What follows belongs to an exercise in optimizing a design on an open flow for small area, a short achievable clock period and few clock cycles; a production flow would make more cautious choices.
RTL that was checked went through simulation tests only; none was proved equivalent to the original.
No activity file was given, so power comes from the tool's default toggle rates.

==> module histogram_top, before the edit <==
module histogram_top (
  input  logic                             port_0_clock,
  input  logic                             rst,
  input  logic                             in_valid,
  output logic                             in_ready,
  input  logic [hist_pkg::sample_width-1:0] in_sample,
  input  logic                             cmd_valid,
  output logic                             cmd_ready,
  input  logic                             cmd_op,
  input  logic [hist_pkg::bin_width-1:0]   cmd_bin,
  output logic                             rsp_valid,
  output logic [hist_pkg::count_width-1:0] rsp_count
);
  localparam int BW = hist_pkg::bin_width;
  localparam int CW = hist_pkg::count_width;
  localparam int NB = hist_pkg::bin_count;
  function automatic logic [7:0] oct(input logic [2:0] v);
    oct = 8'b0000_0001 << v;
  endfunction
  logic [CW-1:0] mem [NB];
  logic          rdy_q;
  logic          rdy_out_q;
  logic          hold_op;
  logic [BW-1:0] hold_bin;
  logic          s0_v;
  logic          s0_smp;    
  logic          s0_clr;    
  logic [BW-1:0] s0_bin;
  logic [NB-1:0] s0_row;    
  logic          s1_smp;    
  logic          s1_wclr;   
  logic          s1_cmd;    
  logic [BW-1:0] s1_bin;
  logic [CW-1:0] s1_rd_a;   
  logic [CW-1:0] s1_rd_b;   
  logic          s1_fsel;   
  logic [CW-1:0] s1_fd;     
  logic [CW-1:0] s1_rdj;    
  logic [CW-1:0] s1_old;
  logic [CW-1:0] s1_new;
  logic          s2_wclr;
  logic [7:0]    s2_hi;     
  logic [7:0]    s2_lo;     
  logic [CW-1:0] s2_data;
  logic          acc_in;
  logic          acc_cmd;
  logic [BW-1:0] nxt_bin;
  logic [CW-1:0] rd_a;
  logic [CW-1:0] rd_b;
  logic          s0_isclr;
  logic          hit1;
  logic          hit2;
  assign in_ready  = rdy_out_q;
  assign cmd_ready = rdy_out_q;
  assign acc_in  = in_valid && rdy_q;
  assign acc_cmd = cmd_valid && rdy_q;
  always_ff @(posedge port_0_clock) begin
    if (rst) begin
      rdy_q <= 1'b1;
      rdy_out_q <= 1'b1;
      s0_v <= 1'b0;
    end else begin
      rdy_q <= !(acc_in && acc_cmd);
      rdy_out_q <= !(acc_in && acc_cmd);
      s0_v <= !rdy_q || acc_in || acc_cmd;
    end
  end
  always_comb begin
    if (!rdy_q) begin
      nxt_bin = hold_bin;
    end else if (acc_in) begin
      nxt_bin = in_sample[hist_pkg::sample_width-1 -: BW];
    end else begin
      nxt_bin = cmd_bin;
    end
  end
  always_ff @(posedge port_0_clock) begin
    if (acc_cmd) begin
      hold_op <= cmd_op;
      hold_bin <= cmd_bin;
    end
    if (!rdy_q) begin
      s0_smp <= 1'b0;
      s0_clr <= !hold_op;
    end else if (acc_in) begin
      s0_smp <= 1'b1;
      s0_clr <= 1'b0;
    end else begin
      s0_smp <= 1'b0;
      s0_clr <= !cmd_op;
    end
    s0_bin <= nxt_bin;
    s0_row <= NB'(1) << nxt_bin;
  end
  always_comb begin
    rd_a = '0;
    rd_b = '0;
    for (int r = 0; r < NB/2; r++) begin
      rd_a = rd_a | (mem[r] & {CW{s0_row[r]}});
      rd_b = rd_b | (mem[NB/2+r] & {CW{s0_row[NB/2+r]}});
    end
  end
  assign s0_isclr = !s0_smp && s0_clr;
  assign hit1 = s1_smp && (s1_bin == s0_bin);
  assign hit2 = |(s2_hi & oct(s0_bin[5:3])) && |(s2_lo & oct(s0_bin[2:0]));
  always_ff @(posedge port_0_clock) begin
    if (rst) begin
      s1_smp <= 1'b0;
      s1_wclr <= 1'b0;
      s1_cmd <= 1'b0;
    end else begin
      s1_smp <= s0_v && s0_smp;
      s1_wclr <= s0_v && s0_isclr;
      s1_cmd <= s0_v && !s0_smp;
    end
  end
  always_ff @(posedge port_0_clock) begin
    s1_bin <= s0_bin;
    s1_rd_a <= rd_a;
    s1_rd_b <= rd_b;
    s1_fsel <= s0_isclr || s1_wclr || hit1 || s2_wclr || hit2;
    if (s0_isclr || s1_wclr) begin
      s1_fd <= '0;
    end else if (hit1) begin
      s1_fd <= s1_new;
    end else if (s2_wclr) begin
      s1_fd <= '0;
    end else begin
      s1_fd <= s2_data;
    end
  end
  function automatic logic [CW-1:0] sat_inc(input logic [CW-1:0] v);
    sat_inc = (&v) ? v : v + 1'b1;
  endfunction
  assign s1_rdj = s1_rd_a | s1_rd_b;
  assign s1_old = s1_fsel ? s1_fd : s1_rdj;
  assign s1_new = s1_fsel ? sat_inc(s1_fd) : sat_inc(s1_rdj);
  always_ff @(posedge port_0_clock) begin
    if (rst) begin
      s2_wclr <= 1'b0;
      s2_hi <= '0;
      rsp_valid <= 1'b0;
    end else begin
      s2_wclr <= s1_wclr;
      s2_hi <= s1_smp ? oct(s1_bin[5:3]) : '0;
      rsp_valid <= s1_cmd;
    end
  end
  always_ff @(posedge port_0_clock) begin
    s2_lo <= oct(s1_bin[2:0]);
    s2_data <= s1_wclr ? '0 : s1_new;
    rsp_count <= s1_old;
  end
  for (genvar b = 0; b < NB; b++) begin : g_bin
    logic we;
    assign we = s2_wclr || (s2_hi[b/8] && s2_lo[b%8]);
    always_ff @(posedge port_0_clock) begin
      if (we) begin
        mem[b] <= s2_data;
      end
    end
  end
endmodule
export LEC_CHECK = 0
export CAP_MARGIN = 40
export CORE_MARGIN = 2
export CORE_UTILIZATION = 60
export CTS_CLUSTER_DIAMETER = 100
export CTS_CLUSTER_SIZE = 25
export SETUP_SLACK_MARGIN = 3.0
export SLEW_MARGIN = 45
export TNS_END_PERCENT = 30
create_clock -name core_clock -period 5.0 [get_ports {port_0_clock}]
run.sh (not shown) runs the stock make flow with config.mk's settings and CLKGATE_MAP_FILE= SYNTH_SCRIPT=/design/flow/synth_recipe.tcl, a recipe that flattens the netlist after the stock synthesis.
The baseline ran to the end with no violations.
Testbench counts at the start, summed over its fixed seeds: cycles 23,385.
Then changed:
--- a/flow/design.v
+++ b/flow/design.v
@@ -55,13 +55,12 @@
   logic          s1_fsel;   
   logic [CW-1:0] s1_fd;     
   logic [CW-1:0] s1_rdj;    
   logic [CW-1:0] s1_old;
   logic [CW-1:0] s1_new;
-  logic          s2_wclr;
-  logic [7:0]    s2_hi;     
-  logic [7:0]    s2_lo;     
+  logic [7:0]    s2_hi;
+  logic [7:0]    s2_lo;
   logic [CW-1:0] s2_data;
   logic          acc_in;
   logic          acc_cmd;
   logic [BW-1:0] nxt_bin;
   logic [CW-1:0] rd_a;
@@ -135,17 +134,15 @@
   end
   always_ff @(posedge port_0_clock) begin
     s1_bin <= s0_bin;
     s1_rd_a <= rd_a;
     s1_rd_b <= rd_b;
-    s1_fsel <= s0_isclr || s1_wclr || hit1 || s2_wclr || hit2;
+    s1_fsel <= s0_isclr || s1_wclr || hit1 || hit2;
     if (s0_isclr || s1_wclr) begin
       s1_fd <= '0;
     end else if (hit1) begin
       s1_fd <= s1_new;
-    end else if (s2_wclr) begin
-      s1_fd <= '0;
     end else begin
       s1_fd <= s2_data;
     end
   end
   function automatic logic [CW-1:0] sat_inc(input logic [CW-1:0] v);
@@ -154,27 +151,25 @@
   assign s1_rdj = s1_rd_a | s1_rd_b;
   assign s1_old = s1_fsel ? s1_fd : s1_rdj;
   assign s1_new = s1_fsel ? sat_inc(s1_fd) : sat_inc(s1_rdj);
   always_ff @(posedge port_0_clock) begin
     if (rst) begin
-      s2_wclr <= 1'b0;
       s2_hi <= '0;
       rsp_valid <= 1'b0;
     end else begin
-      s2_wclr <= s1_wclr;
-      s2_hi <= s1_smp ? oct(s1_bin[5:3]) : '0;
+      s2_hi <= s1_wclr ? 8'hff : s1_smp ? oct(s1_bin[5:3]) : '0;
       rsp_valid <= s1_cmd;
     end
   end
   always_ff @(posedge port_0_clock) begin
-    s2_lo <= oct(s1_bin[2:0]);
+    s2_lo <= s1_wclr ? 8'hff : oct(s1_bin[2:0]);
     s2_data <= s1_wclr ? '0 : s1_new;
     rsp_count <= s1_old;
   end
   for (genvar b = 0; b < NB; b++) begin : g_bin
     logic we;
-    assign we = s2_wclr || (s2_hi[b/8] && s2_lo[b%8]);
+    assign we = s2_hi[b/8] && s2_lo[b%8];
     always_ff @(posedge port_0_clock) begin
       if (we) begin
         mem[b] <= s2_data;
       end
     end
Outcome:
- The changed run completed with no timing, DRC or antenna violations
- non-clock buffer count increases by 80
- utilization increases by 1.1 points
- global-route usage increases by 1.2 points
- wire length increases by 4.4%
- setup slack gets worse by 0.023 ns
- sequential share of layout area decreases by 1.2 points
- total power hardly moves
No functional check of the RTL was part of the second run of this note.

[separate check: timing with driven ports]
The flow's constraints put no driver on any port. The routed layouts listed below were extracted and timed again, unchanged, in two steps.
Step 1, drivers: a clkbuf_16 drives port_0_clock and a buf_2 each remaining input, both assumed.
Step 2 adds t to the input delays and takes it off the output delays; t is the mean of the earliest and latest rising clock arrival at the registers after step 1. Input paths then give back, and output paths get back, about the clock's delay inside the block.
Slacks: ideal / step 1 / step 2; pairs: ideal / step 1.
run	shift t [ns]	slack for setup (ns)	hold WS [ns]	worst setup path at the end	latest minus earliest clock arrival (ns)
the first run	0.722	2.874 / 2.805 / 2.313	0.414 / 0.414 / 0.414	input to register	0.033 / 0.033
the second run	0.723	2.851 / 2.780 / 2.428	0.408 / 0.408 / 0.408	input to register	0.020 / 0.020
After both steps setup and hold are still met in every run listed. The setup slack of the first run, which loses most, moves by -0.069 ns with the drivers and by -0.561 ns with both steps.
